This is an optimization exercise on Yosys and OpenROAD, whose aim is a short achievable clock period and few clock cycles, not a production implementation.
Only simulation tests tie the RTL to the original design; equivalence was not proved.
Power is estimated from default activity; no workload was simulated.

File: flow/constraint.sdc
create_clock -name core_clock -period 7.0 [get_ports {CLK}]
set_input_delay 1.4000 -clock core_clock [delete_from_list [all_inputs] [get_ports {CLK}]]
set_output_delay 1.4000 -clock core_clock [all_outputs]
set_load 0.01 [all_outputs]
File: flow/run.sh
#!/bin/bash
# synth_recipe.tcl (not shown) runs the flow's synth.tcl, then flattens the netlist and writes it again
# the make line also repeats each setting of config.mk as NAME=value (left out here)
make -C /OpenROAD-flow-scripts/flow DESIGN_CONFIG=/design/flow/config.mk WORK_HOME=/design/flow/orfs CLKGATE_MAP_FILE= SYNTH_SCRIPT=/design/flow/synth_recipe.tcl finish
File: flow/config.mk
export PLATFORM = sky130hd
export DESIGN_NAME = riscvTop
export DESIGN_NICKNAME = riscvTop
export VERILOG_FILES = /design/flow/design.v
export SDC_FILE = /design/flow/constraint.sdc
export NUM_CORES = 4
export LEC_CHECK = 0
export CAP_MARGIN = 20
export CORE_MARGIN = 2
export CORE_UTILIZATION = 40
export SETUP_SLACK_MARGIN = 5
export SLEW_MARGIN = 20
export SYNTH_HIERARCHICAL = 1
export SYNTH_MINIMUM_KEEP_SIZE = 0
export TNS_END_PERCENT = 100
File: flow/design.v
`timescale 1ns/1ps
package riscvPkg;
   localparam int addrWidth = 12;
   localparam logic [6:0] opLui    = 7'b0110111;
   localparam logic [6:0] opJal    = 7'b1101111;
   localparam logic [6:0] opBranch = 7'b1100011;
   localparam logic [6:0] opLoad   = 7'b0000011;
   localparam logic [6:0] opStore  = 7'b0100011;
   localparam logic [6:0] opImm    = 7'b0010011;
   localparam logic [6:0] opReg    = 7'b0110011;
   localparam logic [6:0] opSystem = 7'b1110011;
   localparam logic [3:0] aluAdd   = 4'd0;
   localparam logic [3:0] aluSub   = 4'd1;
   localparam logic [3:0] aluAnd   = 4'd2;
   localparam logic [3:0] aluOr    = 4'd3;
   localparam logic [3:0] aluXor   = 4'd4;
   localparam logic [3:0] aluSlt   = 4'd5;
   localparam logic [3:0] aluSll   = 4'd6;
   localparam logic [3:0] aluSrl   = 4'd7;
   localparam logic [3:0] aluPassB = 4'd8;   
   localparam logic [1:0] rwAlu  = 2'd0;
   localparam logic [1:0] rwMem  = 2'd1;
   localparam logic [1:0] rwLink = 2'd2;
   localparam logic [1:0] fwdNone = 2'd0;
   localparam logic [1:0] fwdMem  = 2'd1;
   localparam logic [1:0] fwdWb   = 2'd2;
   localparam logic [31:0] nopInstr  = 32'h0000_0013;   
   localparam logic [31:0] haltInstr = 32'h0010_0073;   
   typedef union packed {
      struct packed {
         logic [6:0] funct7;
         logic [4:0] rs2;
         logic [4:0] rs1;
         logic [2:0] funct3;
         logic [4:0] rd;
         logic [6:0] opcode;
      } r;
      struct packed {
         logic [11:0] imm;
         logic [4:0]  rs1;
         logic [2:0]  funct3;
         logic [4:0]  rd;
         logic [6:0]  opcode;
      } i;
      struct packed {
         logic [6:0] immHi;
         logic [4:0] rs2;
         logic [4:0] rs1;
         logic [2:0] funct3;
         logic [4:0] immLo;
         logic [6:0] opcode;
      } s;
      struct packed {
         logic       imm12;
         logic [5:0] imm10_5;
         logic [4:0] rs2;
         logic [4:0] rs1;
         logic [2:0] funct3;
         logic [3:0] imm4_1;
         logic       imm11;
         logic [6:0] opcode;
      } b;
      struct packed {
         logic [19:0] imm;
         logic [4:0]  rd;
         logic [6:0]  opcode;
      } u;
      struct packed {
         logic       imm20;
         logic [9:0] imm10_1;
         logic       imm11;
         logic [7:0] imm19_12;
         logic [4:0] rd;
         logic [6:0] opcode;
      } j;
   } instrWord_u;
endpackage
`timescale 1ns/1ps
`timescale 1ns/1ps
`timescale 1ns/1ps
module invCell (input logic a, output logic y);
   assign y = ~a;
endmodule
module nor2Cell (input logic a, input logic b, output logic y);
   assign y = ~(a | b);
endmodule
module nand2Cell (input logic a, input logic b, output logic y);
   assign y = ~(a & b);
endmodule
module mux2Cell (input logic s, input logic a0, input logic a1, output logic y);
   assign y = s ? a1 : a0;
endmodule
module pgCell (
   input  logic a,
   input  logic b,
   output logic g,
   output logic p
);
   assign g = a & b;
   assign p = a ^ b;
endmodule
module g0Cell (
   input  logic a,
   input  logic b,
   input  logic ci,
   output logic g
);
   assign g = (a & b) | ((a | b) & ci);
endmodule
module pfxN (
   input  logic g,
   input  logic p,
   input  logic gl,
   input  logic pl,
   output logic gn,
   output logic pn
);
   assign gn = ~(g | (p & gl));
   assign pn = ~(p & pl);
endmodule
module pfxNG (
   input  logic g,
   input  logic p,
   input  logic gl,
   output logic gn
);
   assign gn = ~(g | (p & gl));
endmodule
module pfxP (
   input  logic gn,
   input  logic pn,
   input  logic gln,
   input  logic pln,
   output logic g,
   output logic p
);
   assign g = ~(gn & (pn | gln));
   assign p = ~(pn | pln);
endmodule
module pfxPG (
   input  logic gn,
   input  logic pn,
   input  logic gln,
   output logic g
);
   assign g = ~(gn & (pn | gln));
endmodule
module ksNet #(parameter int N = 32, parameter int L = 5) (
   input  logic [N-1:0] g0,
   input  logic [N-1:0] p0,
   output logic [N-1:0] go
);
   logic [L:0][N-1:0] gk;
   logic [L:0][N-1:0] pk;
   assign gk[0] = g0;
   assign pk[0] = p0;
   for (genvar l = 0; l < L; l++) begin : lv
      for (genvar i = 0; i < N; i++) begin : b
         if (i >= (1 << l)) begin : op
            if (l % 2 == 0) begin : n
               if (i >= (2 << l)) begin : gp
                  pfxN u (.g(gk[l][i]), .p(pk[l][i]), .gl(gk[l][i - (1 << l)]),
                          .pl(pk[l][i - (1 << l)]), .gn(gk[l+1][i]), .pn(pk[l+1][i]));
               end else begin : go1
                  pfxNG u (.g(gk[l][i]), .p(pk[l][i]), .gl(gk[l][i - (1 << l)]),
                           .gn(gk[l+1][i]));
                  assign pk[l+1][i] = 1'b1;
               end
            end else begin : t
               if (i >= (2 << l)) begin : gp
                  pfxP u (.gn(gk[l][i]), .pn(pk[l][i]), .gln(gk[l][i - (1 << l)]),
                          .pln(pk[l][i - (1 << l)]), .g(gk[l+1][i]), .p(pk[l+1][i]));
               end else begin : go1
                  pfxPG u (.gn(gk[l][i]), .pn(pk[l][i]), .gln(gk[l][i - (1 << l)]),
                           .g(gk[l+1][i]));
                  assign pk[l+1][i] = 1'b0;
               end
            end
         end else begin : pass
            invCell u (.a(gk[l][i]), .y(gk[l+1][i]));
            assign pk[l+1][i] = (l % 2 == 0);
         end
      end
   end
   assign go = gk[L];
endmodule
module ksAdd32 (
   input  logic [31:0] a,
   input  logic [31:0] b,
   input  logic        ci,
   output logic [31:0] p,
   output logic [31:0] cn,
   output logic [31:0] s
);
   logic [31:0] g0, gl, gn;
   for (genvar i = 0; i < 32; i++) begin : pg
      pgCell u (.a(a[i]), .b(b[i]), .g(g0[i]), .p(p[i]));
   end
   g0Cell uG0 (.a(a[0]), .b(b[0]), .ci(ci), .g(gl[0]));
   assign gl[31:1] = g0[31:1];
   ksNet #(.N(32), .L(5)) uNet (.g0(gl), .p0(p), .go(gn));   
   assign cn = {gn[30:0], ~ci};
   assign s  = p ^ ~cn;
endmodule
module ksAdd10 (
   input  logic [9:0] x,
   input  logic [9:0] y,
   output logic [9:0] s
);
   logic [9:0] g0, p0, g;
   for (genvar i = 0; i < 10; i++) begin : pg
      pgCell u (.a(x[i]), .b(y[i]), .g(g0[i]), .p(p0[i]));
   end
   ksNet #(.N(10), .L(4)) uNet (.g0(g0), .p0(p0), .go(g));   
   assign s = p0 ^ {g[8:0], 1'b0};
endmodule
module lateOr32 (
   input  logic [31:0] sel,
   input  logic [31:0] late,
   input  logic [31:0] other,
   output logic [31:0] y
);
   assign y = (sel & late) | other;
endmodule
module lateXor32 (
   input  logic [31:0] sel,
   input  logic [31:0] pp,
   input  logic [31:0] cn,
   input  logic [31:0] other,
   output logic [31:0] y
);
   assign y = (sel & ~(pp ^ cn)) | (~sel & other);
endmodule
module zero32 (
   input  logic [31:0] x,
   output logic        z
);
   logic [15:0] l1;
   logic [7:0]  l2;
   logic [3:0]  l3;
   logic [1:0]  l4;
   for (genvar i = 0; i < 16; i++) begin : a
      nor2Cell u (.a(x[2*i]), .b(x[2*i+1]), .y(l1[i]));
   end
   for (genvar i = 0; i < 8; i++) begin : b
      nand2Cell u (.a(l1[2*i]), .b(l1[2*i+1]), .y(l2[i]));
   end
   for (genvar i = 0; i < 4; i++) begin : c
      nor2Cell u (.a(l2[2*i]), .b(l2[2*i+1]), .y(l3[i]));
   end
   for (genvar i = 0; i < 2; i++) begin : d
      nand2Cell u (.a(l3[2*i]), .b(l3[2*i+1]), .y(l4[i]));
   end
   nor2Cell uE (.a(l4[0]), .b(l4[1]), .y(z));
endmodule
module pcMux (
   input  logic       sel,
   input  logic [9:0] alt,
   input  logic       sJ,
   input  logic [9:0] tJ,
   input  logic       sB,
   input  logic [9:0] tB,
   input  logic [9:0] other,
   output logic [9:0] y
);
   assign y = sel ? alt : (({10{sJ}} & tJ) | ({10{sB}} & tB) | other);
endmodule
module shr32 (
   input  logic [31:0] x,
   input  logic [4:0]  n,
   output logic [31:0] y
);
   logic [5:0][31:0] t;
   assign t[0] = x;
   for (genvar l = 0; l < 5; l++) begin : lv
      for (genvar i = 0; i < 32; i++) begin : b
         if (i + (1 << l) < 32) begin : m
            mux2Cell u (.s(n[l]), .a0(t[l][i]), .a1(t[l][i + (1 << l)]), .y(t[l+1][i]));
         end else begin : z
            assign t[l+1][i] = t[l][i] & !n[l];
         end
      end
   end
   assign y = t[5];
endmodule
`timescale 1ns/1ps
`timescale 1ns/1ps
module riscvTop (
   input  logic                           CLK,
   input  logic                           RSTn,
   output logic                           iMemCsn,
   output logic [riscvPkg::addrWidth-1:0] iMemAddr,   
   input  logic [31:0]                    iMemData,
   output logic                           dMemCsn,
   output logic [riscvPkg::addrWidth-1:0] dMemAddr,   
   output logic [31:0]                    dMemDout,
   input  logic [31:0]                    dMemData,
   output logic                           dMemWen,
   output logic                           rfWe,
   output logic [4:0]                     rfRa1,
   output logic [4:0]                     rfRa2,
   output logic [4:0]                     rfWa,
   input  logic [31:0]                    rfRd1,
   input  logic [31:0]                    rfRd2,
   output logic [31:0]                    rfWd,
   output logic                           halt,
   output logic [31:0]                    numInst
);
   logic [9:0]  pc;
   logic        stop;
   logic        dValid, dWe, dLoad, dStore, dBr, dJal, dSys, dUseA, dUseB;
   logic        dSub, dAdd, dSlt, dSll, dXor, dSrl, dOr, dAnd, dBne, dPred;
   logic [4:0]  dRs1, dRs2, dRd;
   logic [31:0] dImm;
   logic [9:0]  dAlt;
   logic        d1x, d1m, d1w, d2x, d2m, d2w;
   logic        xValid, xWe, xLdWe, xLoad, xStore, xBr, xBne, xPred, xHalt, xSdM, xLate;
   logic        xSub, xAdd, xSlt, xSll, xXor, xSrl, xOr, xAnd, xMisEq, xMisNe;
   logic [4:0]  xRd;
   logic [9:0]  xAlt;
   logic [31:0] xA, xB, xS;   
   logic        mValid, mWe, mLoad, mStore, mHalt, mCsn, mWen;
   logic        mSelRes, mSelR8, mSelR16, mSelR24, mSelL8, mSelL16, mSelL24;
   logic [4:0]  mRd;
   logic [31:0] mRes, mSd;
   logic        wWe;
   logic [4:0]  wRd;
   logic [31:0] wData;
   logic        haltR;
   logic        stall, goX, mis;
   logic [31:0] fi;
   logic [6:0]  op;
   logic [4:0]  fRs1, fRs2, fRd;
   logic [2:0]  f3;
   logic        fLui, fJal, fBr, fLd, fSt, fImm, fReg, fSys, fRI, fPredT;
   logic        fUseA, fUseB, fWe;
   logic [31:0] fImmV;
   logic [9:0]  pc4, tB, tJ;
   assign fi   = iMemData;
   assign op   = fi[6:0];
   assign fRs1 = fi[19:15];
   assign fRs2 = fi[24:20];
   assign fRd  = fi[11:7];
   assign f3   = fi[14:12];
   assign fLui = !op[6] && op[2];
   assign fJal = op[6] && op[2];
   assign fBr  = op[6] && !op[4] && !op[2];
   assign fLd  = !op[6] && !op[5] && !op[4];
   assign fSt  = !op[6] && op[5] && !op[4];
   assign fImm = !op[6] && !op[5] && op[4];
   assign fReg = !op[6] && op[5] && op[4] && !op[2];
   assign fSys = op[6] && op[4];
   assign fRI  = fReg || fImm;
   assign fUseA = !(fLui || fJal);
   assign fUseB = fReg || fBr;
   assign fWe   = (fRI || fLui || fJal || fLd) && fRd != 5'd0;
   assign fPredT = fJal || (fBr && fi[31]);
   always_comb begin
      if (fJal)      fImmV = {20'd0, pc4, 2'b00};   
      else if (fLui) fImmV = {fi[31:12], 12'd0};
      else if (fSt)  fImmV = {{20{fi[31]}}, fi[31:25], fi[11:7]};
      else           fImmV = {{20{fi[31]}}, fi[31:20]};
   end
   logic [9:0] offB, offJ;
   assign offB = {fi[7], fi[30:25], fi[11:9]};
   assign offJ = {fi[20], fi[30:22]};
   assign pc4  = pc + 10'd1;
   ksAdd10 uTB (.x(pc), .y(offB), .s(tB));
   ksAdd10 uTJ (.x(pc), .y(offJ), .s(tJ));
   assign iMemCsn  = stop;
   assign iMemAddr = {pc, 2'b00};
   logic       hold, pJ, pB, misR;
   logic [9:0] pcOth, altR, pcNext;
   assign hold  = stall || stop;
   assign pJ    = !hold && fJal;
   assign pB    = !hold && !fJal && fBr && fi[31];
   assign pcOth = hold ? pc : (!fJal && !(fBr && fi[31])) ? pc4 : 10'd0;
   assign misR  = mis || RSTn;
   assign altR  = RSTn ? 10'd0 : xAlt;
   pcMux uPc (.sel(misR), .alt(altR), .sJ(pJ), .tJ(tJ), .sB(pB), .tB(tB), .other(pcOth),
              .y(pcNext));
   always_ff @(posedge CLK) begin
      pc <= pcNext;
      if (RSTn) begin
         stop   <= 1'b0;
         dValid <= 1'b0;
      end else begin
         if (mis)
            dValid <= 1'b0;
         else if (!stall && !stop)
            dValid <= !(dValid && dSys);
         if (goX && dSys)
            stop <= 1'b1;
      end
      if (!stall) begin
         dWe    <= fWe;
         dLoad  <= fLd;
         dStore <= fSt;
         dBr    <= fBr;
         dJal   <= fJal;
         dSys   <= fSys;
         dUseA  <= fUseA;
         dUseB  <= fUseB;
         dSub   <= (fReg && f3 == 3'b000 && fi[30]) || (fRI && f3 == 3'b010);
         dAdd   <= !fRI || f3 == 3'b000;
         dSlt   <= fRI && f3 == 3'b010;
         dSll   <= fRI && f3 == 3'b001;
         dXor   <= fRI && f3 == 3'b100;
         dSrl   <= fRI && f3 == 3'b101;
         dOr    <= fRI && f3 == 3'b110;
         dAnd   <= fRI && f3 == 3'b111;
         dBne   <= f3[0];
         dPred  <= fi[31];
         dRs1   <= fRs1;
         dRs2   <= fRs2;
         dRd    <= fRd;
         dImm   <= fImmV;
         dAlt   <= fi[31] ? pc4 : tB;
         d1x    <= dValid && dWe && dRd == fRs1;
         d1m    <= xWe && xRd == fRs1;
         d1w    <= mWe && mRd == fRs1;
         d2x    <= dValid && dWe && dRd == fRs2;
         d2m    <= xWe && xRd == fRs2;
         d2w    <= mWe && mRd == fRs2;
      end else begin
         d1x    <= 1'b0;
         d1m    <= d1x;
         d1w    <= d1m;
         d2x    <= 1'b0;
         d2m    <= d2x;
         d2w    <= d2m;
      end
   end
   assign rfRa1 = dRs1;
   assign rfRa2 = dRs2;
   assign stall = dValid && xLate && ((dUseA && d1x) || (dUseB && d2x));
   assign goX   = dValid && !mis && !stall;
   logic [31:0] mVal, reg1, reg2;
   assign mVal = ({32{mLoad}} & dMemData) | ({32{mSelRes}} & mRes) |
                 ({32{mSelR8}} & (mRes >> 8)) | ({32{mSelR16}} & (mRes >> 16)) |
                 ({32{mSelR24}} & (mRes >> 24)) | ({32{mSelL8}} & (mRes << 8)) |
                 ({32{mSelL16}} & (mRes << 16)) | ({32{mSelL24}} & (mRes << 24));
   assign reg1 = d1m ? mVal : d1w ? wData : rfRd1;
   assign reg2 = d2m ? mVal : d2w ? wData : rfRd2;
   logic [31:0] sum, pSum, cinN, resOther, resShift, res;
   logic        lt;
   logic        cSA, cLA, cOA, cRA;
   logic [31:0] nxA, othA;
   assign cSA  = dUseA && d1x && xAdd;
   assign cLA  = dUseA && d1x && xSlt;
   assign cOA  = dUseA && d1x && !xAdd && !xSlt;
   assign cRA  = dUseA && !d1x;
   assign othA = ({32{cOA}} & resOther) | ({32{cRA}} & reg1) | {31'd0, cSA & sum[0]};
   lateOr32 uFwdA (.sel({{31{cSA}}, cLA}), .late({sum[31:1], lt}), .other(othA), .y(nxA));
   logic        cSB, cLB, cOB, cRB, cIB;
   logic [31:0] nxB, othB;
   assign cSB  = dUseB && d2x && xAdd;
   assign cLB  = dUseB && d2x && xSlt;
   assign cOB  = dUseB && d2x && !xAdd && !xSlt;
   assign cRB  = dUseB && !d2x;
   assign cIB  = !dUseB;
   assign othB = (({32{cOB}} & resOther) | ({32{cRB}} & reg2) | ({32{cIB}} & dImm) |
                  {31'd0, cSB & sum[0]}) ^ {32{dSub}};
   logic [31:0] pSubB;
   assign pSubB = pSum ^ {32{dSub}};
   lateXor32 uFwdB (.sel({{31{cSB}}, cLB}), .pp({pSubB[31:1], dSub}), .cn({cinN[31:1], !lt}),
                    .other(othB), .y(nxB));
   logic        cSS, cLS, cOS;
   logic [31:0] nxS;
   assign cSS = d2x && xAdd;
   assign cLS = d2x && xSlt;
   assign cOS = d2x && !xAdd && !xSlt;
   logic [31:0] othS;
   assign othS = ({32{cOS}} & resOther) | ({32{!d2x}} & reg2) | {31'd0, cSS & sum[0]};
   lateOr32 uFwdS (.sel({{31{cSS}}, cLS}), .late({sum[31:1], lt}), .other(othS), .y(nxS));
   logic go0;
   assign go0 = !RSTn && dValid && !stall;
   always_ff @(posedge CLK) begin
      xValid <= !mis && go0;
      xWe    <= !mis && go0 && dWe;
      xLdWe  <= !mis && go0 && dLoad && dWe;
      xLoad  <= !mis && go0 && dLoad;
      xStore <= !mis && go0 && dStore;
      xBr    <= !mis && go0 && dBr;
      xMisEq <= !mis && go0 && dBr && (dBne == dPred);
      xMisNe <= !mis && go0 && dBr && (dBne != dPred);
      xHalt  <= !mis && go0 && dSys;
      xLate  <= !mis && go0 && (dLoad || dSll || dSrl);
      xRd   <= dRd;
      xBne  <= dBne;
      xPred <= dPred;
      xAlt  <= dAlt;
      xSub  <= dSub;
      xAdd  <= dAdd;
      xSlt  <= dSlt;
      xSll  <= dSll;
      xXor  <= dXor;
      xSrl  <= dSrl;
      xOr   <= dOr;
      xAnd  <= dAnd;
      xA    <= nxA;
      xB    <= nxB;
      xS    <= nxS;
      xSdM  <= dStore && d2x && xLate;   
   end
   logic [31:0] a, b;
   logic        eq;
   assign a = xA;
   assign b = xB;   
   ksAdd32 uAdd (.a(a), .b(b), .ci(xSub), .p(pSum), .cn(cinN), .s(sum));
   assign lt  = pSum[31] ? cinN[31] : a[31];
   zero32 uEq (.x(pSum), .z(eq));
   mux2Cell uMis (.s(eq), .a0(xMisNe), .a1(xMisEq), .y(mis));
   assign resOther = ({32{xXor}} & (a ^ b)) |
                     ({32{xOr}}  & (a | b)) |
                     ({32{xAnd}} & (a & b));
   logic [31:0] sllF, srlF;
   assign sllF = a << b[2:0];
   assign srlF = a >> b[2:0];
   assign resShift = ({32{xSll}} & sllF) | ({32{xSrl}} & srlF);
   logic [31:0] othR;
   assign othR = resOther | resShift | {31'd0, xAdd & sum[0]};
   lateOr32 uRes (.sel({{31{xAdd}}, xSlt}), .late({sum[31:1], lt}), .other(othR), .y(res));
   always_ff @(posedge CLK) begin
      if (RSTn) begin
         mValid <= 1'b0;
         mWe    <= 1'b0;
         mLoad  <= 1'b0;
         mStore <= 1'b0;
         mCsn   <= 1'b1;
         mSelRes <= 1'b1;
         mSelR8  <= 1'b0;
         mSelR16 <= 1'b0;
         mSelR24 <= 1'b0;
         mSelL8  <= 1'b0;
         mSelL16 <= 1'b0;
         mSelL24 <= 1'b0;
         mWen   <= 1'b1;
         mHalt  <= 1'b0;
      end else begin
         mValid <= xValid;
         mWe    <= xWe;
         mLoad  <= xLoad;
         mStore <= xStore;
         mCsn   <= !(xLoad || xStore);
         mSelRes <= !xLoad && !((xSll || xSrl) && b[4:3] != 2'd0);
         mSelR8  <= xSrl && b[4:3] == 2'd1;
         mSelR16 <= xSrl && b[4:3] == 2'd2;
         mSelR24 <= xSrl && b[4:3] == 2'd3;
         mSelL8  <= xSll && b[4:3] == 2'd1;
         mSelL16 <= xSll && b[4:3] == 2'd2;
         mSelL24 <= xSll && b[4:3] == 2'd3;
         mWen   <= !xStore;
         mHalt  <= xHalt;
      end
      mRd  <= xRd;
      mRes <= res;
      mSd  <= xSdM ? mVal : xS;
   end
   assign dMemCsn  = mCsn;
   assign dMemWen  = mWen;
   assign dMemAddr = mRes[riscvPkg::addrWidth+1:2];
   assign dMemDout = mSd;
   always_ff @(posedge CLK) begin
      if (RSTn) begin
         wWe     <= 1'b0;
         haltR   <= 1'b0;
         numInst <= 32'd0;
      end else begin
         wWe   <= mWe;
         haltR <= haltR || mHalt;
         if (mValid && !haltR)
            numInst <= numInst + 32'd1;   
      end
      wRd   <= mRd;
      wData <= mVal;
   end
   assign rfWe = wWe;
   assign rfWa = wRd;
   assign rfWd = wData;
   assign halt = haltR;
endmodule
==> flow_metrics.tcl, run 1 <==
set metrics [dict create \
    status "complete, no violations" \
    gp_congestion 0.962 \
    hold_violations 0 \
    port_buffers 264 \
    routed_wirelength_um 108000 \
    grt_pass1_wl_um 156000 \
    crit_fanout 2 \
    critical_path_class "in -> reg" \
    ios 270 \
    p_per_area_nw_per_um2 270 \
    tritoncts "done" \
    ant_nets 0 \
    num-nets-final 3425 \
    startpoint_type "primary input" \
    die_h_um 249 \
    fp-row-count 89 \
    synth_cells 2634 \
    met2_usage_pct 54.2 \
    top_usage_layer "met2" \
    grt_usage_pct 33.4 \
    finalClockSkew_ns 0.0374 \
    pre_cts_slack_ns 2.97 \
    fin_util_pct 61.5 \
    power_frac_clock_pct 25.1 \
    multiInputGateArea_um2 17600 \
    dpl.hpwl_um 72600 \
    drt_iter0_drc 2358 \
    h-tree-depth 2 \
    switching_share_pct 36.4 \
    crit_path_end_kind "register" \
    core_area_um2 59200 \
    drc 0 \
    vias 23900 \
    firstDrtPassIters 11 \
    synthesis.area_um2 24000 \
    grt_max_degree 76 \
    wl_per_cell_um 27.1 \
    final_common_cell "buf_4" \
    drv_cap 0 \
    placed_area_um2 27600 \
    dieArea_um2 62000 \
    maxSlewViolCount 0 \
    grt_pass1_vias 23200 \
    vias_per_cell 5.99 \
    syn_area_per_cell_um2 9.12 \
    arrival_ns 3.06 \
    yosys_warnings 7 \
    grt_antenna_before_repair 7 \
    clockRootBuffer "clkbuf_16" \
    clk_pin_slew_ns 0.07 \
    cts_buffer_depth 3 \
    drive_gt1_share_pct 49.0 \
    use_met3_pct 7.70 \
    die_w_um 249 \
    p_switching_mw 3.58 \
    setup_viol 0 \
    setup_tns_ns 0 \
    crit_required_ns 7.49 \
    worst_slew_pin_slew_ns 1.04 \
    syn2layout_area_growth_pct 51.8 \
    grt_overflow 0 \
    comb_power_share_pct 45.7 \
    p_total_mw 9.83 \
    worst_slack_ns 4.43 \
    relSlewSlack_pct 30.8 \
    p_int_mw 6.25 \
    min_period_over_period_pct 36.7 \
    most-common-layout-cells "buf_4, buf_6, nor2_1" \
    seq_power_share_pct 29.2 \
    grt_setup_unrepaired "true" \
    grt_util_met1_pct 42.6 \
    numClockSinks 373 \
    regArea_um2 8640 \
    leakagePower_nw 15.1 \
    timing.fmax_ghz 0.389 \
    final_area_um2 36500 \
    fin_crit_ns 2.57 \
    nFillCells 4795 \
    hp-class "reg -> reg" \
    cts-buffers-inserted 43 \
    worstSkewPairLatency_ns 0.61 \
    start_util_pct 40.5 \
    vdd_drop_max_mv 0.214 \
]
[layer usage]
metal	wire length (um)	up-vias
met5	14	-
met2	50000	1395
met3	10600	254
met4	5140	2
met1	42100	11700
li1	-	10500
[through the flow]
stage,hold WS (ns),cells
after floorplan,0.323,2635
after global placement,0.324,3493
after detailed placement,0.327,3493
after CTS,0.335,3888
after global routing,0.348,3985
final,0.323,3986
[power by group through the flow]
| stage | Clock [mW] | Combinational (mW) | Sequential, mW |
|---|---|---|---|
| finish | 2.46 | 4.49 | 2.87 |
| global route | 2.57 | 4.69 | 2.89 |
| CTS | 2.48 | 4.02 | 2.86 |
| detailed placement | 0 | 2.75 | 2.97 |
| global placement | 0 | 2.73 | 2.96 |
| floorplan | 0 | 1.92 | 2.85 |
[flip-flops by register name, indices dropped and copies added, names as in the netlist, 10 cells and up]
register  cells
dImm         32
mRes         32
mSd          32
numInst      32
wData        32
xA           32
xB           32
xS           32
dAlt         10
pc           10
xAlt         10
[area by class of cell]
class                   count  share of cell area, %
diodes                      3                 0.0206
clock buffers              57                   3.38
clock inverters            22                  0.807
inverters                 167                   1.97
multi-input cells        1893                   48.4
flip-flops and latches    373                   23.7
well taps                 773                   2.65
repair buffers            697                   19.1
repair inverters            1                 0.0240
[worst max-delay path, stage by stage]
cell and delay (ns):
buf_6 0.09, a222oi_1 0.39, nand2_2 0.24, a21oi_4 0.34, o221ai_2 0.14, xor2_1 0.16, mux2_4 0.29
[final timing paths]
path             startpoint             end  slack [ns]  cells after the start
max            dMemData[12]  xB[12]$_DFF_P_        4.43                      7
min          dSlt$_DFFE_PN_    xSlt$_DFF_P_        0.32                      0
max reg2reg  xA[16]$_DFF_P_  xStore$_DFF_P_        4.53                     11
min reg2reg  dSlt$_DFFE_PN_    xSlt$_DFF_P_        0.32                      0
[what timing repair did]
| action | in CTS | in global routing |
|---|---|---|
| setup endpoints to repair | 454 | 389 |
| gates resized for setup | 1687 | 237 |
| pin swaps | 302 | 176 |
| buffers inserted | 305 | 93 |
| hold buffers | 0 | 0 |
| cloned | 11 | 2 |
Testbench counts, summed over its fixed seeds: cycles 43,748.
==> inputs of run 2 (changes only) <==
--- a/flow/design.v
+++ b/flow/design.v
@@ -256,4 +256,2 @@
 module pcMux (
-   input  logic       sel,
-   input  logic [9:0] alt,
    input  logic       sJ,
@@ -265,3 +263,18 @@
 );
-   assign y = sel ? alt : (({10{sJ}} & tJ) | ({10{sB}} & tB) | other);
+   assign y = ({10{sJ}} & tJ) | ({10{sB}} & tB) | other;
+endmodule
+module opSel32 (
+   input  logic [9:0]  s,
+   input  logic [31:0] dMem,
+   input  logic [31:0] mRes,
+   input  logic [31:0] wData,
+   input  logic [31:0] rf,
+   input  logic [31:0] extra,
+   output logic [31:0] y
+);
+   assign y = ({32{s[0]}} & dMem) | ({32{s[1]}} & mRes) |
+              ({32{s[2]}} & (mRes >> 8)) | ({32{s[3]}} & (mRes >> 16)) |
+              ({32{s[4]}} & (mRes >> 24)) | ({32{s[5]}} & (mRes << 8)) |
+              ({32{s[6]}} & (mRes << 16)) | ({32{s[7]}} & (mRes << 24)) |
+              ({32{s[8]}} & wData) | ({32{s[9]}} & rf) | extra;
 endmodule
@@ -285,2 +298,25 @@
 endmodule
+module andnCell (input logic a, input logic b, output logic y);
+   assign y = a & ~b;
+endmodule
+module mux2x10 (input logic s, input logic [9:0] a0, input logic [9:0] a1, output logic [9:0] y);
+   for (genvar i = 0; i < 10; i++) begin : b
+      mux2Cell u (.s(s), .a0(a0[i]), .a1(a1[i]), .y(y[i]));
+   end
+endmodule
+module mux2x5 (input logic s, input logic [4:0] a0, input logic [4:0] a1, output logic [4:0] y);
+   for (genvar i = 0; i < 5; i++) begin : b
+      mux2Cell u (.s(s), .a0(a0[i]), .a1(a1[i]), .y(y[i]));
+   end
+endmodule
+module pcMux5 (
+   input  logic       sJ,
+   input  logic [4:0] tJ,
+   input  logic       sB,
+   input  logic [4:0] tB,
+   input  logic [4:0] other,
+   output logic [4:0] y
+);
+   assign y = ({5{sJ}} & tJ) | ({5{sB}} & tB) | other;
+endmodule
 `timescale 1ns/1ps
@@ -325,2 +361,3 @@
    logic [31:0] mRes, mSd;
+   logic [riscvPkg::addrWidth-1:0] mAddr;
    logic        wWe;
@@ -356,3 +393,15 @@
    assign fWe   = (fRI || fLui || fJal || fLd) && fRd != 5'd0;
-   assign fPredT = fJal || (fBr && fi[31]);
+   logic [1:0] bht [0:31];
+   logic [1:0] dCnt, xCnt, mCnt;
+   logic       fTake, rstR, dRedir, dTake;
+   logic [4:0] dIdx, xIdx, mIdx;
+   logic [9:0] dPc1;
+   logic [4:0] bIdx;   
+   logic       mBrR, mTaken;
+   logic       seqRdR, curR, srcSeq, srcHold, fBhtT;
+   assign fBhtT  = (srcSeq && seqRdR) || (srcHold && curR);
+   assign fTake  = fi[31] || (!rstR && fBhtT);
+   assign dTake  = dBr && !dPred && !rstR && dCnt[1];
+   assign dRedir = dTake && dValid && !stall;
+   assign fPredT = fJal || (fBr && fTake);
    always_comb begin
@@ -374,16 +423,28 @@
    assign hold  = stall || stop;
-   assign pJ    = !hold && fJal;
-   assign pB    = !hold && !fJal && fBr && fi[31];
-   assign pcOth = hold ? pc : (!fJal && !(fBr && fi[31])) ? pc4 : 10'd0;
-   assign misR  = mis || RSTn;
+   assign pJ    = !hold && !dRedir && fJal;
+   assign pB    = !hold && !dRedir && !fJal && fBr && fTake;
+   assign pcOth = dRedir ? dAlt : hold ? pc : (!fJal && !(fBr && fTake)) ? pc4 : 10'd0;
+   logic misEqR, misNeR;
+   assign misEqR = xMisEq || RSTn;
+   assign misNeR = xMisNe || RSTn;
+   mux2Cell uMisR (.s(eq), .a0(misNeR), .a1(misEqR), .y(misR));
    assign altR  = RSTn ? 10'd0 : xAlt;
-   pcMux uPc (.sel(misR), .alt(altR), .sJ(pJ), .tJ(tJ), .sB(pB), .tB(tB), .other(pcOth),
-              .y(pcNext));
+   logic       sJ, sB;
+   logic [9:0] pcRest;
+   andnCell uSJ (.a(pJ), .b(misR), .y(sJ));
+   andnCell uSB (.a(pB), .b(misR), .y(sB));
+   mux2x10 uRest (.s(misR), .a0(pcOth), .a1(altR), .y(pcRest));
+   pcMux uPc (.sJ(sJ), .tJ(tJ), .sB(sB), .tB(tB), .other(pcRest), .y(pcNext));
+   logic [4:0] bNext;
+   pcMux5 uPcB (.sJ(sJ), .tJ(tJ[4:0]), .sB(sB), .tB(tB[4:0]), .other(pcRest[4:0]), .y(bNext));
+   logic stopSet, stopN;
+   andnCell uStopS (.a(dValid && dSys && !stall), .b(mis), .y(stopSet));
+   andnCell uStopN (.a(stop || stopSet), .b(RSTn), .y(stopN));
    always_ff @(posedge CLK) begin
-      pc <= pcNext;
+      pc   <= pcNext;
+      stop <= stopN;
       if (RSTn) begin
-         stop   <= 1'b0;
          dValid <= 1'b0;
       end else begin
-         if (mis)
+         if (mis || dRedir)
             dValid <= 1'b0;
@@ -391,4 +452,2 @@
             dValid <= !(dValid && dSys);
-         if (goX && dSys)
-            stop <= 1'b1;
       end
@@ -412,8 +471,9 @@
          dBne   <= f3[0];
-         dPred  <= fi[31];
-         dRs1   <= fRs1;
-         dRs2   <= fRs2;
+         dPred  <= fTake;
+         dIdx   <= bIdx;
+         dPc1   <= pc4;
+         dCnt   <= bht[bIdx];
          dRd    <= fRd;
          dImm   <= fImmV;
-         dAlt   <= fi[31] ? pc4 : tB;
+         dAlt   <= fTake ? pc4 : tB;
          d1x    <= dValid && dWe && dRd == fRs1;
@@ -433,2 +493,9 @@
    end
+   logic [4:0] nRs1, nRs2;
+   mux2x5 uRs1 (.s(stall), .a0(fRs1), .a1(dRs1), .y(nRs1));
+   mux2x5 uRs2 (.s(stall), .a0(fRs2), .a1(dRs2), .y(nRs2));
+   always_ff @(posedge CLK) begin
+      dRs1 <= nRs1;
+      dRs2 <= nRs2;
+   end
    assign rfRa1 = dRs1;
@@ -437,3 +504,3 @@
    assign goX   = dValid && !mis && !stall;
-   logic [31:0] mVal, reg1, reg2;
+   logic [31:0] mVal;
    assign mVal = ({32{mLoad}} & dMemData) | ({32{mSelRes}} & mRes) |
@@ -442,4 +509,6 @@
                  ({32{mSelL16}} & (mRes << 16)) | ({32{mSelL24}} & (mRes << 24));
-   assign reg1 = d1m ? mVal : d1w ? wData : rfRd1;
-   assign reg2 = d2m ? mVal : d2w ? wData : rfRd2;
+   function automatic logic [9:0] srcSel(input logic r, input logic m, input logic w);
+      srcSel = {r && !m && !w, r && !m && w, {8{r && m}} &
+                {mSelL24, mSelL16, mSelL8, mSelR24, mSelR16, mSelR8, mSelRes, mLoad}};
+   endfunction
    logic [31:0] sum, pSum, cinN, resOther, resShift, res;
@@ -452,3 +521,5 @@
    assign cRA  = dUseA && !d1x;
-   assign othA = ({32{cOA}} & resOther) | ({32{cRA}} & reg1) | {31'd0, cSA & sum[0]};
+   opSel32 uSelA (.s(srcSel(cRA, d1m, d1w)), .dMem(dMemData), .mRes(mRes), .wData(wData),
+                  .rf(rfRd1), .extra(({32{cOA}} & resOther) | {31'd0, cSA & sum[0]}),
+                  .y(othA));
    lateOr32 uFwdA (.sel({{31{cSA}}, cLA}), .late({sum[31:1], lt}), .other(othA), .y(nxA));
@@ -461,4 +532,8 @@
    assign cIB  = !dUseB;
-   assign othB = (({32{cOB}} & resOther) | ({32{cRB}} & reg2) | ({32{cIB}} & dImm) |
-                  {31'd0, cSB & sum[0]}) ^ {32{dSub}};
+   logic [31:0] othB0;
+   opSel32 uSelB (.s(srcSel(cRB, d2m, d2w)), .dMem(dMemData), .mRes(mRes), .wData(wData),
+                  .rf(rfRd2), .extra(({32{cOB}} & resOther) | ({32{cIB}} & dImm) |
+                                     {31'd0, cSB & sum[0]}),
+                  .y(othB0));
+   assign othB = othB0 ^ {32{dSub}};
    logic [31:0] pSubB;
@@ -473,3 +548,5 @@
    logic [31:0] othS;
-   assign othS = ({32{cOS}} & resOther) | ({32{!d2x}} & reg2) | {31'd0, cSS & sum[0]};
+   opSel32 uSelS (.s(srcSel(!d2x, d2m, d2w)), .dMem(dMemData), .mRes(mRes), .wData(wData),
+                  .rf(rfRd2), .extra(({32{cOS}} & resOther) | {31'd0, cSS & sum[0]}),
+                  .y(othS));
    lateOr32 uFwdS (.sel({{31{cSS}}, cLS}), .late({sum[31:1], lt}), .other(othS), .y(nxS));
@@ -477,17 +554,30 @@
    assign go0 = !RSTn && dValid && !stall;
+   logic kValid, kWe, kLdWe, kLoad, kStore, kBr, kMisEq, kMisNe, kHalt, kLate;
+   andnCell uK0 (.a(go0), .b(mis), .y(kValid));
+   andnCell uK1 (.a(go0 && dWe), .b(mis), .y(kWe));
+   andnCell uK2 (.a(go0 && dLoad && dWe), .b(mis), .y(kLdWe));
+   andnCell uK3 (.a(go0 && dLoad), .b(mis), .y(kLoad));
+   andnCell uK4 (.a(go0 && dStore), .b(mis), .y(kStore));
+   andnCell uK5 (.a(go0 && dBr), .b(mis), .y(kBr));
+   andnCell uK6 (.a(go0 && dBr && (dBne == (dPred || dTake))), .b(mis), .y(kMisEq));
+   andnCell uK7 (.a(go0 && dBr && (dBne != (dPred || dTake))), .b(mis), .y(kMisNe));
+   andnCell uK8 (.a(go0 && dSys), .b(mis), .y(kHalt));
+   andnCell uK9 (.a(go0 && (dLoad || dSll || dSrl)), .b(mis), .y(kLate));
    always_ff @(posedge CLK) begin
-      xValid <= !mis && go0;
-      xWe    <= !mis && go0 && dWe;
-      xLdWe  <= !mis && go0 && dLoad && dWe;
-      xLoad  <= !mis && go0 && dLoad;
-      xStore <= !mis && go0 && dStore;
-      xBr    <= !mis && go0 && dBr;
-      xMisEq <= !mis && go0 && dBr && (dBne == dPred);
-      xMisNe <= !mis && go0 && dBr && (dBne != dPred);
-      xHalt  <= !mis && go0 && dSys;
-      xLate  <= !mis && go0 && (dLoad || dSll || dSrl);
+      xValid <= kValid;
+      xWe    <= kWe;
+      xLdWe  <= kLdWe;
+      xLoad  <= kLoad;
+      xStore <= kStore;
+      xBr    <= kBr;
+      xMisEq <= kMisEq;
+      xMisNe <= kMisNe;
+      xHalt  <= kHalt;
+      xLate  <= kLate;
       xRd   <= dRd;
       xBne  <= dBne;
-      xPred <= dPred;
-      xAlt  <= dAlt;
+      xPred <= dPred || dTake;
+      xIdx  <= dIdx;
+      xCnt  <= dCnt;
+      xAlt  <= dTake ? dPc1 : dAlt;
       xSub  <= dSub;
@@ -557,7 +647,36 @@
       mRes <= res;
+      mAddr <= {riscvPkg::addrWidth{xLoad || xStore}} & sum[riscvPkg::addrWidth+1:2];
       mSd  <= xSdM ? mVal : xS;
    end
+   always_ff @(posedge CLK) begin
+      rstR <= RSTn;
+      bIdx <= bNext;
+      seqRdR  <= bht[bIdx + 5'd1][1];
+      curR    <= fBhtT;
+      srcSeq  <= !misR && !dRedir && !hold && !(fJal || (fBr && fTake));
+      srcHold <= !misR && !dRedir && hold;
+   end
+   always_ff @(posedge CLK) begin
+      if (RSTn)
+         mBrR <= 1'b0;
+      else
+         mBrR <= xBr;
+      if (rstR) begin
+         for (int i = 0; i < 32; i++)
+            bht[i] <= 2'b01;
+      end else if (mBrR) begin
+         if (mTaken && mCnt != 2'b11)
+            bht[mIdx] <= mCnt + 2'b01;
+         else if (!mTaken && mCnt != 2'b00)
+            bht[mIdx] <= mCnt - 2'b01;
+         else
+            bht[mIdx] <= mCnt;
+      end
+      mIdx   <= xIdx;
+      mCnt   <= xCnt;
+      mTaken <= xPred ^ mis;
+   end
    assign dMemCsn  = mCsn;
    assign dMemWen  = mWen;
-   assign dMemAddr = mRes[riscvPkg::addrWidth+1:2];
+   assign dMemAddr = mAddr;
    assign dMemDout = mSd;
==> flow_metrics.tcl, run 2 <==
set metrics [dict create \
    status "complete, no violations" \
    fin_util_pct 62.4 \
    syn_area_per_cell_um2 9.41 \
    critPathSlowestCell "o211ai_1" \
    worst_slew_pin_slew_ns 1.37 \
    setup_viol 0 \
    wl_per_cell_um 31.3 \
    clk_pin_slew_ns 0.06 \
    critical_path_class "reg -> reg" \
    path_common_cell "buf_12" \
    grt_pass1_wl_um 217000 \
    syn2layout_area_growth_pct 54.9 \
    largest_reg_flops 64 \
    num-nets-final 4399 \
    dpl.hpwl_um 90700 \
    top_register "bht" \
    grt_setup_unrepaired "true" \
    grt_antenna_before_repair 13 \
    crit_required_ns 7.58 \
    most-common-layout-cells "buf_4, buf_6, nor2_1" \
    final_cell_count_no_fill 5262 \
    port_buffers 264 \
    grt_max_degree 82 \
    hold_violations 0 \
    regToRegSetupSlack_ns 4.30 \
    p_total_mw 12.7 \
    die_w_um 288 \
    crit_chain "buf_6, buf_12, buf_12, buf_16, nor2b_2, a21oi_1, o211ai_1, and3_1, o21ai_2, a21o_1" \
    tritoncts "done" \
    yosys_warnings 7 \
    leakagePower_nw 20.4 \
    dieArea_um2 83100 \
    crit_fanout 8 \
    vias 34600 \
    startpoint_type "register" \
    maxSlewViolCount 0 \
    cts_hold_buf 0 \
    clockRootBuffer "clkbuf_16" \
    hp-class "reg -> reg" \
    arrival_ns 3.28 \
    core_area_um2 80300 \
    fin_crit_ns 2.70 \
    crit_family "compound AO/OA/AOI/OAI gates" \
    grt_pass1_vias 32400 \
    die_h_um 288 \
    drv_cap 0 \
    gp_congestion 0.977 \
    grt_overflow 0 \
    hold-worst-slack_ns 0.325 \
    crit_path_end_kind "register" \
    p_per_area_nw_per_um2 254 \
    min_period_over_period_pct 38.6 \
    relSlewSlack_pct 8.34 \
    finalClockSkew_ns 0.0311 \
    final_common_cell "buf_4" \
    grt_usage_pct 35.7 \
    dp_cells 4556 \
    h-tree-depth 2 \
    start_util_pct 40.3 \
    firstDrtPassIters 12 \
    cts-buffers-inserted 58 \
    fp-row-count 104 \
    ios 270 \
    final_area_um2 50100 \
    vdd_drop_max_mv 0.256 \
    timing.fmax_ghz 0.370 \
    setup_tns_ns 0 \
    synth_cells 3436 \
    numClockSinks 494 \
    pre_cts_slack_ns 2.75 \
    drc 0 \
    routed_wirelength_um 165000 \
    ant_nets 0 \
    critPathMaxStageDelay_ns 0.84 \
    drive_gt1_share_pct 52.1 \
    path_buf_inv 4 \
    drt_iter0_drc 5274 \
    vias_per_cell 6.58 \
    synthesis.area_um2 32300 \
    cts_buffer_depth 3 \
    worstSkewPairLatency_ns 0.69 \
    placed_area_um2 36200 \
    worst_slack_ns 4.30 \
]
[run 2: changes by cell type in the layout (fill, tap and decap cells not counted), moves of 33 or more]
cell,change
a21oi_1,+33
a221oi_2,+62
a22o_1,+96
a22oi_1,+84
buf_12,+37
buf_4,+103
dfxtp_1,+49
edfxtp_1,+71
inv_1,-36
mux2_4,+46
mux2i_1,-69
nand2_1,+51
nand3_1,+87
o22ai_1,-59
[run 2: report_power, final]
part	switching, mW	internal, mW	total (mW)
clock network	1.37	1.77	3.14
registers	0.477	3.43	3.91
logic	3.21	2.42	5.64
total	5.06	7.63	12.7
[run 2: timing repair]
item,4_1_cts,5_1_grt
gates cloned,37,21
pin swaps,287,295
setup buffers,390,145
endpoints found under the setup margin,493,449
gates resized for setup,1836,545
endpoints found under the hold margin,0,0
[run 2: final timing paths]
path                        start                to  cells past startpoint
hold / removal    xIdx[4]$_DFF_P_   mIdx[4]$_DFF_P_                      0
setup reg to reg    xB[1]$_DFF_P_  mRes[13]$_DFF_P_                     10
hold reg to reg   xIdx[4]$_DFF_P_   mIdx[4]$_DFF_P_                      0
setup / recovery    xB[1]$_DFF_P_  mRes[13]$_DFF_P_                     10
[run 2: layout make-up]
class	count	area [um^2]
clock inverter	33	359
sequential	494	11800
timing repair buffer	915	9720
multi-input combinational	2523	24500
timing repair inverter	3	23.8
tap	1060	1330
antenna	5	12.5
clock buffer	75	1600
inverter	154	664
fill	6133	30200
[run 2: routing by layer]
layer  vias up  routed length, um  GRT usage [%]
met5         -                799           3.47
met2      2783              69300           53.5
met3      1108              23100           13.5
met4        28              15800           25.5
li1      14100                  -              -
met1     16600              55500           41.6
Testbench counts of run 2, summed over its fixed seeds: cycles 42,309.
==> inputs of run 3 (changes only) <==
--- a/flow/design.v
+++ b/flow/design.v
@@ -402,3 +402,5 @@
    assign fBhtT  = (srcSeq && seqRdR) || (srcHold && curR);
-   assign fTake  = fi[31] || (!rstR && fBhtT);
+   logic fSame;
+   assign fSame  = fRs1 == fRs2;
+   assign fTake  = fSame ? !f3[0] : (fi[31] || (!rstR && fBhtT));
    assign dTake  = dBr && !dPred && !rstR && dCnt[1];
==> flow_metrics.tcl, run 3 <==
set metrics [dict create \
    status "complete, no violations" \
    finalClockSkew_ns 0.0297 \
    cts_hold_buf 0 \
    num-nets-final 4364 \
    arrival_ns 3.35 \
    firstDrtPassIters 10 \
    startpoint_type "register" \
    dp_cells 4585 \
    drt-met1-wl_um 56500 \
    p_total_mw 12.2 \
    maxSlewViolCount 0 \
    die_h_um 288 \
    hold_violations 0 \
    hp-class "reg -> reg" \
    grt_setup_unrepaired "true" \
    final_area_um2 48600 \
    clockRootBuffer "clkbuf_16" \
    most-common-layout-cells "buf_4, buf_6, nand2_1" \
    setup_viol 0 \
    timing.fmax_ghz 0.357 \
    critical_path_class "reg -> reg" \
    multiInputGateArea_um2 23700 \
    die_w_um 288 \
    crit_fanout 10 \
    tritoncts "done" \
    dr_wl_met2_um 68000 \
    vdd_drop_max_mv 0.176 \
    cts-buffers-inserted 57 \
    grt_antenna_before_repair 14 \
    placed_area_um2 35500 \
    drt_iter0_drc 4880 \
    cts_buffer_depth 3 \
    regToRegSetupSlack_ns 4.20 \
    regArea_um2 11800 \
    fin_util_pct 60.6 \
    numClockSinks 494 \
    crit-reg2reg-capture "xB[12]$_DFF_P_" \
    ios 270 \
    largest_reg_flops 64 \
    drive_gt1_share_pct 49.0 \
    routed_wirelength_um 160000 \
    drc 0 \
    top_register "bht" \
    crit_path_end_kind "register" \
    highest_layer "met5" \
    leakagePower_nw 19.8 \
    port_buffers 264 \
    synth_cells 3467 \
    syn_area_per_cell_um2 9.29 \
    drv_cap 0 \
    worstSkewPairLatency_ns 0.67 \
    grt_usage_pct 36.1 \
    setup_tns_ns 0 \
    grt_pass1_vias 32100 \
    gp_congestion 1.00 \
    worst_slew_pin_slew_ns 1.33 \
    syn2layout_area_growth_pct 50.8 \
    r2r-start "dUseB$_DFFE_PN_" \
    fp-row-count 104 \
    ant_nets 0 \
    dpl.hpwl_um 96200 \
    h-tree-depth 2 \
    p_per_area_nw_per_um2 252 \
    dieArea_um2 82800 \
    final_common_cell "buf_4" \
    min_period_over_period_pct 40.0 \
    clk_pin_slew_ns 0.06 \
    worstSetupStartpoint "dUseB$_DFFE_PN_" \
    r2r_cells 9 \
    yosys_warnings 7 \
    endpoint "xB[12]$_DFF_P_" \
    core_area_um2 80200 \
    wl_met3_um 20100 \
    fin_crit_ns 2.80 \
    grt_pass1_wl_um 219000 \
    relSlewSlack_pct 11.1 \
    nFillCells 6431 \
    vias 33500 \
    start_util_pct 40.2 \
    grt_overflow 0 \
    final_cell_count_no_fill 5230 \
    vias_per_cell 6.41 \
    grt_max_degree 65 \
    crit_required_ns 7.55 \
    synthesis.area_um2 32200 \
    wl_per_cell_um 30.6 \
]
[run 3: cell types whose count changed in the layout (fill, tap and decap cells not counted), moves of 17 or more]
cell      delta
nand2_1     +47
a221oi_2    -26
buf_4       -26
a21oi_2     +25
a21oi_4     -25
inv_2       -24
nor2_1      +20
xor2_1      +19
nand2_2     -18
o21ai_0     +18
nand2_4     -17
[run 3: cell type report]
cell class	count	area share, %
Clock buffer	76	3.27
Clock inverter	32	0.922
Inverter	140	1.34
Tap cell	1060	2.73
Antenna cell	7	0.0361
Timing Repair Buffer	854	18.4
Multi-Input combinational cell	2565	48.9
Timing Repair inverter	2	0.0412
Sequential cell	494	24.3
[run 3: timing repair]
item	4_1_cts	5_1_grt
buffers inserted	382	112
resized for setup	2017	333
cloned	28	8
endpoints found under the setup margin	601	492
pin swaps	255	166
[run 3: how the worst min path moves through the flow]
stage	startpoint	cells past startpoint	slack, ns	end
2_1_floorplan	xCnt[0]$_DFF_P_	0	0.31	mCnt[0]$_DFF_P_
3_3_place_gp	xCnt[1]$_DFF_P_	0	0.31	mCnt[1]$_DFF_P_
3_5_place_dp	xIdx[4]$_DFF_P_	0	0.31	mIdx[4]$_DFF_P_
4_1_cts	xIdx[4]$_DFF_P_	0	0.33	mIdx[4]$_DFF_P_
5_1_grt	xIdx[4]$_DFF_P_	0	0.33	mIdx[4]$_DFF_P_
6_report	xIdx[4]$_DFF_P_	0	0.33	mIdx[4]$_DFF_P_
[run 3: critical path, stage by stage (launching register included)]
cell and delay, ns:
edfxtp_1 0.44, buf_12 0.18, buf_6 0.11, buf_8 0.12
and3_4 0.19, buf_12 0.18, a221oi_4 0.62, nand3_2 0.24
xor2_4 0.27, mux2_4 0.31
[run 3: layer usage]
layer	vias up	track usage, %
li1	14000	-
met1	16000	42.3
met2	2556	55.1
met3	921	12.1
met4	16	26.7
met5	-	0
[run 3: where the power goes]
| part | switching, mW | internal (mW) | leakage (nW) | total [mW] |
|---|---|---|---|---|
| Clock | 1.35 | 1.91 | 1.00 | 3.26 |
| Combinational | 2.95 | 2.16 | 14.4 | 5.10 |
| Sequential | 0.445 | 3.44 | 4.43 | 3.89 |
| Total | 4.74 | 7.50 | 19.8 | 12.2 |
[run 3: metrics by stage]
step | hold WS, ns | setup WS [ns]
floorplan | 0.310 | 3.92
global placement | 0.310 | 2.76
detailed placement | 0.312 | 2.70
CTS | 0.326 | 4.39
global route | 0.331 | 4.25
finish | 0.326 | 4.20
Testbench counts of run 3, summed over its fixed seeds: cycles 42,083.
==> inputs of run 4 (changes only) <==
--- a/flow/design.v
+++ b/flow/design.v
@@ -321,2 +321,20 @@
 endmodule
+module shr32f (
+   input  logic [31:0] x,
+   input  logic [2:0]  n,
+   output logic [31:0] y
+);
+   logic [3:0][31:0] t;
+   assign t[0] = x;
+   for (genvar l = 0; l < 3; l++) begin : lv
+      for (genvar i = 0; i < 32; i++) begin : b
+         if (i + (1 << l) < 32) begin : m
+            mux2Cell u (.s(n[l]), .a0(t[l][i]), .a1(t[l][i + (1 << l)]), .y(t[l+1][i]));
+         end else begin : z
+            andnCell u (.a(t[l][i]), .b(n[l]), .y(t[l+1][i]));
+         end
+      end
+   end
+   assign y = t[3];
+endmodule
 `timescale 1ns/1ps
@@ -402,5 +420,3 @@
    assign fBhtT  = (srcSeq && seqRdR) || (srcHold && curR);
-   logic fSame;
-   assign fSame  = fRs1 == fRs2;
-   assign fTake  = fSame ? !f3[0] : (fi[31] || (!rstR && fBhtT));
+   assign fTake  = fi[31] || (!rstR && fBhtT);
    assign dTake  = dBr && !dPred && !rstR && dCnt[1];
@@ -609,4 +625,9 @@
    logic [31:0] sllF, srlF;
-   assign sllF = a << b[2:0];
-   assign srlF = a >> b[2:0];
+   logic [31:0] aRev, sllRev;
+   for (genvar i = 0; i < 32; i++) begin : rev
+      assign aRev[i] = a[31 - i];
+      assign sllF[i] = sllRev[31 - i];
+   end
+   shr32f uSrl (.x(a), .n(b[2:0]), .y(srlF));
+   shr32f uSll (.x(aRev), .n(b[2:0]), .y(sllRev));
    assign resShift = ({32{xSll}} & sllF) | ({32{xSrl}} & srlF);
==> flow_metrics.tcl, run 4 <==
set metrics [dict create \
    grt_pass1_wl_um 214000 \
    cts_buffer_depth 3 \
    p_per_area_nw_per_um2 249 \
    grt_pass1_vias 32000 \
    num-nets-final 4340 \
    clk_pin_slew_ns 0.06 \
    h-tree-depth 2 \
    synth_cells 3445 \
    syn2layout_area_growth_pct 49.6 \
    ios 270 \
    crit_fanout 7 \
    fin_crit_ns 2.60 \
    crit_required_ns 7.52 \
    timing.fmax_ghz 0.384 \
    vias_per_cell 6.29 \
    cts-buffers-inserted 55 \
    grt_usage_pct 33.6 \
    setup_tns_ns 0 \
    drive_gt1_share_pct 55.6 \
    grt_max_degree 65 \
    pre_cts_slack_ns 2.52 \
    r2r-start "xA[13]$_DFF_P_" \
    worst_slew_pin_slew_ns 1.33 \
    die_w_um 295 \
    routed_wirelength_um 157000 \
    grt_setup_unrepaired "true" \
    min_delay_worst_endpoint "mIdx[2]$_DFF_P_" \
    min_period_over_period_pct 37.2 \
    arrival_ns 3.12 \
    port_buffers 264 \
    final_common_cell "buf_4" \
    ant_nets 0 \
    die_h_um 295 \
    dpl.hpwl_um 91200 \
    status "complete, no violations" \
    synthesis.area_um2 33800 \
    dieArea_um2 86900 \
    p_total_mw 12.6 \
    syn_area_per_cell_um2 9.82 \
    vias 33200 \
    hp-class "reg -> reg" \
    critical_path_class "reg -> reg" \
    clockRootBuffer "clkbuf_16" \
    worst_slack_ns 4.40 \
    core_area_um2 83700 \
    tritoncts "done" \
    grt_overflow 0 \
    startpoint_type "register" \
    hold-worst-slack_ns 0.327 \
    leakagePower_nw 21.0 \
    drv_cap 0 \
    wl_per_cell_um 29.7 \
    firstDrtPassIters 12 \
    fp-row-count 106 \
    drt_iter0_drc 4249 \
    fin_util_pct 60.5 \
    gp_congestion 0.939 \
    cts_hold_buf 0 \
    relSlewSlack_pct 11.5 \
    worstSkewPairLatency_ns 0.65 \
    regToRegSetupSlack_ns 4.40 \
    finalClockSkew_ns 0.0418 \
    min_path_cells 0 \
    hold_violations 0 \
    start_util_pct 40.4 \
    vdd_drop_max_mv 0.292 \
    yosys_warnings 7 \
    maxSlewViolCount 0 \
    min_from "xIdx[2]$_DFF_P_" \
    crit-reg2reg-capture "pc[2]$_DFF_P_" \
    r2r_cells 9 \
    most-common-layout-cells "buf_4, mux2_4, buf_6" \
    top_register "bht" \
    crit_path_end_kind "register" \
    largest_reg_flops 64 \
    drc 0 \
    grt_antenna_before_repair 12 \
    setup_viol 0 \
    numClockSinks 494 \
]
run 4: cell types whose count changed in the layout (fill, tap and decap cells not counted), sizes merged, moves of 12 or more:
| cell | delta |
|---|---|
| mux2 | +162 |
| nand3 | -16 |
| and3 | -21 |
| clkinv | -12 |
| mux2i | -22 |
| a22oi | +29 |
| buf | +36 |
| o21ai | -50 |
| a21oi | -20 |
| o211ai | -30 |
| nor2 | -28 |
| a211oi | -12 |
| nand2 | -16 |
run 4: where the power goes:
part           leakage, nW  internal, mW  switching (mW)
sequential            4.44          3.43           0.504
clock                0.909          1.75            1.29
combinational         15.7          2.57            3.06
total                 21.0          7.74            4.85
run 4: critical path, cell delays in order (launching register included):
cell and delay, ns:
dfxtp_4 0.39, ha_4 0.23, nor2_1 0.22, nand2_2 0.12, nor2_4 0.14, nand2_2 0.09, nor2_4 0.23, mux2_4 0.44
mux2_4 0.34, a221o_1 0.26
run 4: final cells by class:
type                       count  area (um^2)
antenna                        6         15.0
multi-input combinational   2506        25400
timing repair inverter         1         7.51
fill                        6537        33100
clock buffer                  84         1620
timing repair buffer         887         9280
tap                         1134         1420
clock inverter                17          256
sequential                   494        11900
inverter                     146          693
run 4: worst max path at each step:
stage / start / endpoint / slack (ns) / depth (start not counted)
after floorplan: iMemData[2] / bIdx[1]$_DFF_P_ / 4.02 / 10
after global placement: iMemData[2] / bIdx[2]$_DFF_P_ / 2.60 / 8
after detailed placement: iMemData[2] / bIdx[2]$_DFF_P_ / 2.52 / 8
after CTS: pc[1]$_DFF_P_ / iMemAddr[3] / 4.45 / 1
after global routing: xB[11]$_DFF_P_ / bIdx[3]$_DFF_P_ / 4.37 / 9
final: xA[13]$_DFF_P_ / pc[2]$_DFF_P_ / 4.40 / 9
run 4: through the flow:
stage | area [um^2] | std cells
CTS | 48000 | 5151
floorplan | 35100 | 3446
global route | 50600 | 5270
finish | 50600 | 5275
global placement | 37500 | 4602
detailed placement | 37500 | 4602
run 4: per-layer routing:
metal | wire (um) | up-vias | track usage, %
met1 | 55300 | 16100 | 38.4
met4 | 13700 | 20 | 22.4
met3 | 19100 | 848 | 12.8
li1 | - | 13900 | -
met2 | 68200 | 2325 | 51.8
met5 | 507 | - | 2.10
run 4: timing repair:
item	CTS	global route
gates cloned	39	9
endpoints found under the setup margin	497	490
buffers inserted	409	109
resized for setup	1995	341
pin swaps	300	217
Testbench counts of run 4, summed over its fixed seeds: cycles 42,309.
==> inputs of run 5 (changes only) <==
==> flow/flow/run.sh (new file) <==
#!/bin/bash
# The standard layout, with the resizer free to change a cell's footprint
# (sky130hd's platform default restricts sizing to same-footprint swaps).
set -euo pipefail
bash standard.sh MATCH_CELL_FOOTPRINT=0 finish > standard.log 2>&1
==> flow/standard.sh (new file) <==
#!/bin/bash
# synth_recipe.tcl (not shown) runs the flow's synth.tcl, then flattens the netlist and writes it again
# the make line also repeats each setting of config.mk as NAME=value (left out here)
make -C /OpenROAD-flow-scripts/flow DESIGN_CONFIG=/design/flow/config.mk WORK_HOME=/design/flow/orfs CLKGATE_MAP_FILE= SYNTH_SCRIPT=/design/flow/synth_recipe.tcl "${@:-finish}"
removed: flow/run.sh
==> flow_metrics.tcl, run 5 <==
set metrics [dict create \
    comb_power_share_pct 43.7 \
    wl_per_cell_um 29.2 \
    min_path_cells 0 \
    critPathMaxStageDelay_ns 0.39 \
    crit_chain "buf_6" \
    num-nets-final 4280 \
    start_util_pct 40.4 \
    cts-buffers-inserted 55 \
    worst_slew_pin_slew_ns 1.24 \
    r2r_cells 9 \
    setup_viol 0 \
    gp_congestion 0.959 \
    most-common-layout-cells "buf_4, mux2_4, buf_6" \
    top_register "bht" \
    grt_setup_unrepaired "true" \
    drv_cap 0 \
    hold_violations 0 \
    vias_per_cell 6.25 \
    grt_max_degree 65 \
    timing.fmax_ghz 0.391 \
    leakagePower_nw 20.8 \
    core_area_um2 83700 \
    vias 32600 \
    fin_crit_ns 2.56 \
    arrival_ns 1.16 \
    crit_path_end_kind "output pin" \
    min_period_over_period_pct 36.5 \
    finalClockSkew_ns 0.0418 \
    port_buffers 264 \
    setup_tns_ns 0 \
    critical_path_class "reg -> out" \
    numClockSinks 494 \
    dp_cells 4602 \
    final_area_um2 49300 \
    seq_power_share_pct 31.4 \
    clk_pin_slew_ns 0.07 \
    crit_fanout 3 \
    routed_wirelength_um 152000 \
    cts_buffer_depth 3 \
    drive_gt1_share_pct 53.3 \
    status "complete, no violations" \
    hold-worst-slack_ns 0.322 \
    crit_required_ns 5.60 \
    pre_cts_slack_ns 2.88 \
    final_common_cell "buf_4" \
    drc 0 \
    power_frac_clock_pct 24.9 \
    largest_reg_flops 64 \
    ant_nets 0 \
    die_h_um 295 \
    dpl.hpwl_um 91000 \
    final_cell_count_no_fill 5219 \
    critical_path_depth 1 \
    drt_iter0_drc 4330 \
    placed_area_um2 37600 \
    worst_slack_ns 4.44 \
    worstSkewPairLatency_ns 0.66 \
    syn2layout_area_growth_pct 45.8 \
    fp-row-count 106 \
    tritoncts "done" \
    cts_hold_buf 0 \
    die_w_um 295 \
    grt_antenna_before_repair 12 \
    fin_util_pct 58.9 \
    p_total_mw 12.5 \
    maxSlewViolCount 0 \
    path_buf_inv 1 \
    startpoint_type "register" \
    grt_overflow 0 \
    grt_pass1_wl_um 211000 \
    critPathSlowestCell "dfxtp_4" \
    clockRootBuffer "clkbuf_16" \
    ios 270 \
    dieArea_um2 86900 \
    hp-class "reg -> reg" \
    p_int_mw 7.68 \
    yosys_warnings 7 \
    p_switching_mw 4.83 \
    p_per_area_nw_per_um2 254 \
    crit_family "flip-flops" \
    h-tree-depth 2 \
    grt_usage_pct 32.9 \
    relSlewSlack_pct 17.3 \
    synth_cells 3445 \
    synthesis.area_um2 33800 \
    firstDrtPassIters 13 \
    grt_pass1_vias 31400 \
    syn_area_per_cell_um2 9.82 \
    switching_share_pct 38.6 \
    vdd_drop_max_mv 0.215 \
]
[run 5: path summary, 6_finish.rpt]
check,slack (ns),end,start
max reg2reg,4.45,pc[3]$_DFF_P_,xB[30]$_DFF_P_
min,0.32,mIdx[0]$_DFF_P_,xIdx[0]$_DFF_P_
max,4.44,iMemAddr[3],pc[1]$_DFF_P_
min reg2reg,0.32,mIdx[0]$_DFF_P_,xIdx[0]$_DFF_P_
[run 5: per-layer routing]
metal / track usage (%) / share of wire (%)
met5: 0 / 0.018
met4: 21.6 / 8.3
met2: 50.9 / 44
met3: 11.0 / 11
met1: 38.9 / 36
[run 5: repair_timing]
item                        CTS  global route
cloned                       39            10
pin swaps                   231           197
resized for setup          1658           316
setup buffers               359            98
setup endpoints to repair   491           470
[run 5: cell type report]
cell class | instances | area [um^2]
multi-input combinational | 2509 | 24900
timing repair inverter | 1 | 7.51
sequential | 494 | 11900
timing repair buffer | 824 | 8510
fill | 6726 | 34400
antenna | 9 | 22.5
tap | 1134 | 1420
inverter | 146 | 683
clock buffer | 67 | 1490
clock inverter | 35 | 415
[run 5: power groups by stage]
stage                     logic (mW)  clock network (mW)  registers, mW
after global routing            5.63                3.25           3.94
after CTS                       4.90                3.13           3.88
after detailed placement        3.63                   0           4.03
after global placement          3.61                   0           4.03
after floorplan                 2.48                   0           3.96
final                           5.47                3.12           3.93

## static timing again, ports no longer ideal
The results above use ideal ports. As a check the final layouts listed here were re-extracted and re-timed, cells and wires unchanged.
Step 1 assumes that a clkbuf_16 drives the clock port and a buf_2 every other input.
Step 2, shift: input delay + t, output delay - t, t = (earliest + latest rising clock arrival at the registers) / 2. This alone moves slack from input paths to output paths.
Three values: ideal ports, drivers, drivers and shift; two values: the first two.
| run | t, ns | setup WS [ns] | hold slack, ns | slew at the worst register clock pin (ns) |
|---|---|---|---|---|
| run 1 | 0.656 | 4.431 / 4.440 / 3.806 | 0.323 / 0.323 / 0.323 | 0.07 / 0.07 |
| run 2 | 0.740 | 4.298 / 4.298 / 3.815 | 0.325 / 0.325 / 0.325 | 0.07 / 0.07 |
| run 3 | 0.732 | 4.200 / 4.200 / 3.654 | 0.326 / 0.326 / 0.326 | 0.07 / 0.07 |
| run 4 | 0.701 | 4.399 / 4.399 / 3.874 | 0.327 / 0.327 / 0.327 | 0.07 / 0.07 |
| run 5 | 0.710 | 4.443 / 4.375 / 3.868 | 0.322 / 0.322 / 0.322 | 0.07 / 0.07 |
After both steps setup and hold are still met in every run listed. The setup slack of run 1, which loses most, moves by +0.009 ns with the drivers and by -0.625 ns with both steps.
